This design comes from an exercise in tuning for small area on the open sky130 flow, not from production work.
The RTL was checked by simulation tests, not by an equivalence proof against the original design.
Power figures rest on the tool's default switching activity, not on a simulated workload.

==> inputs of try-lagoon <==
==> flow/design.v <==
module operand_fetch_stage #(
  parameter int XLEN  = 32,
  parameter int NREGS = 32,
  parameter int AW    = 5
) (
  input  logic            clk,
  input  logic            nrst,
  input  logic            in_valid,
  output logic            in_ready,
  input  logic [AW-1:0]   rs1,
  input  logic [AW-1:0]   rs2,
  input  logic [XLEN-1:0] imm,
  input  logic            alu_src,
  input  logic [3:0]      fop_in,
  input  logic [AW-1:0]   rd_in,
  input  logic            flush,
  input  logic            wb_en,
  input  logic [AW-1:0]   wb_addr,
  input  logic [XLEN-1:0] wb_data,
  output logic            out_valid,
  input  logic            out_ready,
  output logic [XLEN-1:0] rda,
  output logic [XLEN-1:0] rdb,
  output logic [3:0]      fop,
  output logic [AW-1:0]   rd_out
);
  logic [XLEN-1:0] rf_q [NREGS];
  logic [XLEN-1:0] rf_d [NREGS];
  logic            out_valid_q, out_valid_d;
  logic [XLEN-1:0] rda_q, rda_d;
  logic [XLEN-1:0] rdb_q, rdb_d;
  logic [3:0]      fop_q, fop_d;
  logic [AW-1:0]   rd_q, rd_d;
  logic            accept;
  logic            wb_commit;
  logic [XLEN-1:0] rf_read_a;
  logic [XLEN-1:0] rf_read_b;
  logic [XLEN-1:0] operand_a;
  logic [XLEN-1:0] operand_b;
  assign in_ready  = !out_valid_q || out_ready;
  assign accept    = in_valid && in_ready;
  assign wb_commit = wb_en && (wb_addr != '0);
  assign out_valid = out_valid_q;
  assign rda       = rda_q;
  assign rdb       = rdb_q;
  assign fop       = fop_q;
  assign rd_out    = rd_q;
  always_comb begin
    rf_read_a = '0;
    rf_read_b = '0;
    if (rs1 != '0) rf_read_a = rf_q[rs1];
    if (rs2 != '0) rf_read_b = rf_q[rs2];
  end
  always_comb begin
    operand_a = rf_read_a;
    operand_b = alu_src ? imm : rf_read_b;
  end
  always_comb begin
    for (int i = 0; i < NREGS; i++) begin
      rf_d[i] = rf_q[i];
      if (wb_commit && (wb_addr == AW'(i))) rf_d[i] = wb_data;
    end
  end
  always_comb begin
    out_valid_d = out_valid_q;
    rda_d       = rda_q;
    rdb_d       = rdb_q;
    fop_d       = fop_q;
    rd_d        = rd_q;
    if (flush) begin
      out_valid_d = 1'b0;
    end else if (accept) begin
      out_valid_d = 1'b1;
      rda_d       = operand_a;
      rdb_d       = operand_b;
      fop_d       = fop_in;
      rd_d        = rd_in;
    end else if (out_ready) begin
      out_valid_d = 1'b0;
    end
  end
  always_ff @(posedge clk or negedge nrst) begin
    if (!nrst) begin
      out_valid_q <= 1'b0;
      rda_q       <= '0;
      rdb_q       <= '0;
      fop_q       <= '0;
      rd_q        <= '0;
      for (int i = 0; i < NREGS; i++) rf_q[i] <= '0;
    end else begin
      out_valid_q <= out_valid_d;
      rda_q       <= rda_d;
      rdb_q       <= rdb_d;
      fop_q       <= fop_d;
      rd_q        <= rd_d;
      for (int i = 0; i < NREGS; i++) rf_q[i] <= rf_d[i];
    end
  end
endmodule
==> flow/run.sh <==
#!/bin/bash
# synth_recipe.tcl (not shown) runs the flow's synth.tcl, then flattens the netlist and writes it again
# the make line also repeats each setting of config.mk as NAME=value (left out here)
make -C /OpenROAD-flow-scripts/flow DESIGN_CONFIG=/design/flow/config.mk WORK_HOME=/design/flow/orfs CLKGATE_MAP_FILE= SYNTH_SCRIPT=/design/flow/synth_recipe.tcl finish
==> flow/config.mk <==
export PLATFORM = sky130hd
export DESIGN_NAME = operand_fetch_stage
export DESIGN_NICKNAME = operand_fetch_stage
export VERILOG_FILES = /design/flow/design.v
export SDC_FILE = /design/flow/constraint.sdc
export NUM_CORES = 4
export LEC_CHECK = 0
export CAP_MARGIN = 20
export CORE_MARGIN = 2
export CORE_UTILIZATION = 40
export SLEW_MARGIN = 20
==> flow/constraint.sdc <==
create_clock -name core_clock -period 5.0 [get_ports {clk}]
set_input_delay 1.0000 -clock core_clock [delete_from_list [all_inputs] [get_ports {clk}]]
set_output_delay 1.0000 -clock core_clock [all_outputs]
set_load 0.01 [all_outputs]
==> try-fjord: changes against try-lagoon <==
==> flow/design.v, changed modules only <==
module operand_fetch_stage #(
  parameter int XLEN  = 32,
  parameter int NREGS = 32,
  parameter int AW    = 5
) (
  input  logic            clk,
  input  logic            nrst,
  input  logic            in_valid,
  output logic            in_ready,
  input  logic [AW-1:0]   rs1,
  input  logic [AW-1:0]   rs2,
  input  logic [XLEN-1:0] imm,
  input  logic            alu_src,
  input  logic [3:0]      fop_in,
  input  logic [AW-1:0]   rd_in,
  input  logic            flush,
  input  logic            wb_en,
  input  logic [AW-1:0]   wb_addr,
  input  logic [XLEN-1:0] wb_data,
  output logic            out_valid,
  input  logic            out_ready,
  output logic [XLEN-1:0] rda,
  output logic [XLEN-1:0] rdb,
  output logic [3:0]      fop,
  output logic [AW-1:0]   rd_out
);
  localparam int NR = NREGS - 1;   
  logic [XLEN*NR-1:0] mem_q;
  logic [NR:1]        vld_q;
  logic               phase_q;
  logic               out_valid_q;
  logic [XLEN-1:0]    rda_q, rdb_q;
  logic [3:0]         fop_q;
  logic [AW-1:0]      rd_q;
  logic               load;
  logic [NR:1]        we, nwe, sela_n, selb_n;
  logic [NR:1]        hita, hitb;
  logic               anya, anyb;
  logic               imm_n, ga_n, gb_n, pa, pb;
  logic [XLEN-1:0]    wcol;
  logic [XLEN-1:0]    rda_d, rdb_d;
  assign in_ready  = !out_valid_q || out_ready;
  assign load      = in_ready;
  assign out_valid = out_valid_q;
  assign rda       = rda_q;
  assign rdb       = rdb_q;
  assign fop       = fop_q;
  assign rd_out    = rd_q;
  always_comb begin
    for (int i = 1; i <= NR; i++) begin
      we[i]   = wb_en && (wb_addr == AW'(i));
      nwe[i]  = !we[i];
      hita[i] = vld_q[i] && (rs1 == AW'(i));
      hitb[i] = vld_q[i] && (rs2 == AW'(i));
    end
    anya = |hita;
    anyb = |hitb && !alu_src;
    for (int i = 1; i <= NR; i++) begin
      sela_n[i] = !(load && hita[i]);
      selb_n[i] = !(load && !alu_src && hitb[i]);
    end
    imm_n = !(load && alu_src);
    ga_n = load && !anya;
    gb_n = load && !alu_src && !anyb;
    pa = phase_q && load && anya;
    pb = phase_q && load && anyb;
  end
  assign wcol = wb_data ^ {XLEN{phase_q}};
  for (genvar i = 1; i <= NR; i++) begin : g_row
    ofs_rf_row #(.W(XLEN)) u_row (
      .clk (clk),
      .we  (we[i]),
      .nwe (nwe[i]),
      .c   (wcol),
      .q   (mem_q[XLEN*(i-1) +: XLEN])
    );
  end
  for (genvar j = 0; j < XLEN; j++) begin : g_bit
    logic [NR-1:0] da, db;
    for (genvar i = 1; i <= NR; i++) begin : g_col
      assign da[i-1] = mem_q[XLEN*(i-1) + j];
      assign db[i-1] = mem_q[XLEN*(i-1) + j];
    end
    ofs_rd_bit_a u_a (
      .d (da), .sel_n (sela_n), .hold (rda_q[j]), .load (load),
      .g_n (ga_n), .p (pa), .y (rda_d[j])
    );
    ofs_rd_bit_b u_b (
      .d (db), .sel_n (selb_n), .hold (rdb_q[j]), .load (load),
      .imm (imm[j]), .imm_n (imm_n), .g_n (gb_n), .p (pb), .y (rdb_d[j])
    );
  end
  always_ff @(posedge clk or negedge nrst) begin
    if (!nrst) begin
      vld_q   <= '0;
      phase_q <= 1'b0;
    end else begin
      vld_q   <= vld_q | we;
      phase_q <= !phase_q;
    end
  end
  always_ff @(posedge clk) begin
    rda_q <= rda_d;
    rdb_q <= rdb_d;
    if (load) begin
      fop_q <= fop_in;
      rd_q  <= rd_in;
    end
  end
  always_ff @(posedge clk or negedge nrst) begin
    if (!nrst)                     out_valid_q <= 1'b0;
    else if (flush)                out_valid_q <= 1'b0;
    else if (in_valid && in_ready) out_valid_q <= 1'b1;
    else if (out_ready)            out_valid_q <= 1'b0;
  end
endmodule
module ofs_rf_row #(
  parameter int W = 32
) (
  input  logic         clk,
  input  logic         we,
  input  logic         nwe,
  input  logic [W-1:0] c,
  output logic [W-1:0] q
);
  always_ff @(posedge clk) q <= ~((q | {W{we}}) & (c | {W{nwe}}));
endmodule
module ofs_oai22 (
  input  logic a1, a2, b1, b2,
  output logic y
);
  assign y = ~((a1 | a2) & (b1 | b2));
endmodule
module ofs_nor_xor #(
  parameter int N = 16
) (
  input  logic [N-1:0] x,
  input  logic         p,
  output logic         y
);
  assign y = ~(|x) ^ p;
endmodule
module ofs_rd_bit_a #(
  parameter int NR = 31
) (
  input  logic [NR-1:0] d,
  input  logic [NR-1:0] sel_n,
  input  logic          hold,
  input  logic          load,
  input  logic          g_n,
  input  logic          p,
  output logic          y
);
  logic [NR:0] ta, tb;
  assign ta = {hold, d};
  assign tb = {load, sel_n};
  logic [16:0] x;
  for (genvar k = 0; k < 16; k++) begin : g_o
    ofs_oai22 u (.a1(ta[2*k]), .a2(tb[2*k]), .b1(ta[2*k+1]), .b2(tb[2*k+1]), .y(x[k]));
  end
  assign x[16] = g_n;
  ofs_nor_xor #(.N(17)) u_out (.x(x), .p(p), .y(y));
endmodule
module ofs_rd_bit_b #(
  parameter int NR = 31
) (
  input  logic [NR-1:0] d,
  input  logic [NR-1:0] sel_n,
  input  logic          hold,
  input  logic          load,
  input  logic          imm,
  input  logic          imm_n,
  input  logic          g_n,
  input  logic          p,
  output logic          y
);
  logic [NR+1:0] ta, tb;
  assign ta = {hold, imm, d};
  assign tb = {load, imm_n, sel_n};
  logic [17:0] x;
  for (genvar k = 0; k < 16; k++) begin : g_o
    ofs_oai22 u (.a1(ta[2*k]), .a2(tb[2*k]), .b1(ta[2*k+1]), .b2(tb[2*k+1]), .y(x[k]));
  end
  assign x[16] = ~(ta[32] | tb[32]);
  assign x[17] = g_n;
  ofs_nor_xor #(.N(18)) u_out (.x(x), .p(p), .y(y));
endmodule
CORE_UTILIZATION = 55   (was 40)
CTS_BUF_LIST = sky130_fd_sc_hd__clkbuf_2 sky130_fd_sc_hd__clkbuf_4   (was unset)
SYNTH_HIERARCHICAL = 1   (was unset)
==> summary of the runs <==
Against try-fjord, the total power of try-lagoon is higher by about 6.5%. Sequential power: try-fjord is higher than try-lagoon (about 3%). Against try-fjord, the routed wire length of try-lagoon is higher by about 60%. Combinational power: try-lagoon is higher than try-fjord (about 8%). In try-fjord the non-clock buffer count is lower than in try-lagoon, by 7.
==> figures <==
metric                                                   try-fjord      try-lagoon
Int Pwr                                                  16,900 uW       17,700 uW
Ratio of total power to cell area                       487 nW/um2      406 nW/um2
Power drawn by the combinational cells                     3600 uW         3900 uW
Share of cell area taken by flip-flops and latches           0.448           0.421
Place WS                                                 0.0446 ns        0.641 ns
Sequential area share after synthesis                        0.530           0.492
Outcome                                             finished clean  finished clean
Mapped Cells                                                 4,148           4,582
Post-route clock skew                                     0.150 ns       0.0341 ns
RR Endpoint                                              rdb_q[14]       rdb_q[25]
Detailed-routing wirelength on met1                      74,000 um      115,000 um

-- separate check: timing with driven ports --
The flow's constraints put no driver on any port. The routed layouts listed below were extracted and timed again, unchanged, in two steps.
Step 1 sets driving cells, clkbuf_16 on the clock port and buf_2 on the other inputs (assumed; they add their load-dependent delay and slew).
Step 2 also shifts input and output timing later by t, the mid clock arrival at the registers, as if the neighbouring blocks saw the same clock.
Slacks: ideal ports / drivers / drivers and shift; pairs: ideal ports / drivers.
| run | t, ns | setup WS [ns] | worst hold slack (ns) | clock arrival spread, ns |
|---|---|---|---|---|
| try-lagoon | 0.877 | 0.992 / 0.916 / 0.039 | 0.139 / 0.108 / 0.479 | 0.047 / 0.047 |
| try-fjord | 1.158 | 0.718 / 0.685 / -0.378 | 0.470 / 0.450 / 0.470 | 0.159 / 0.160 |
Met with ideal ports but missed after step 2: setup timing in try-fjord. For try-fjord, which loses most, drivers alone change the setup slack by -0.033 ns; drivers and shift together by -1.096 ns.
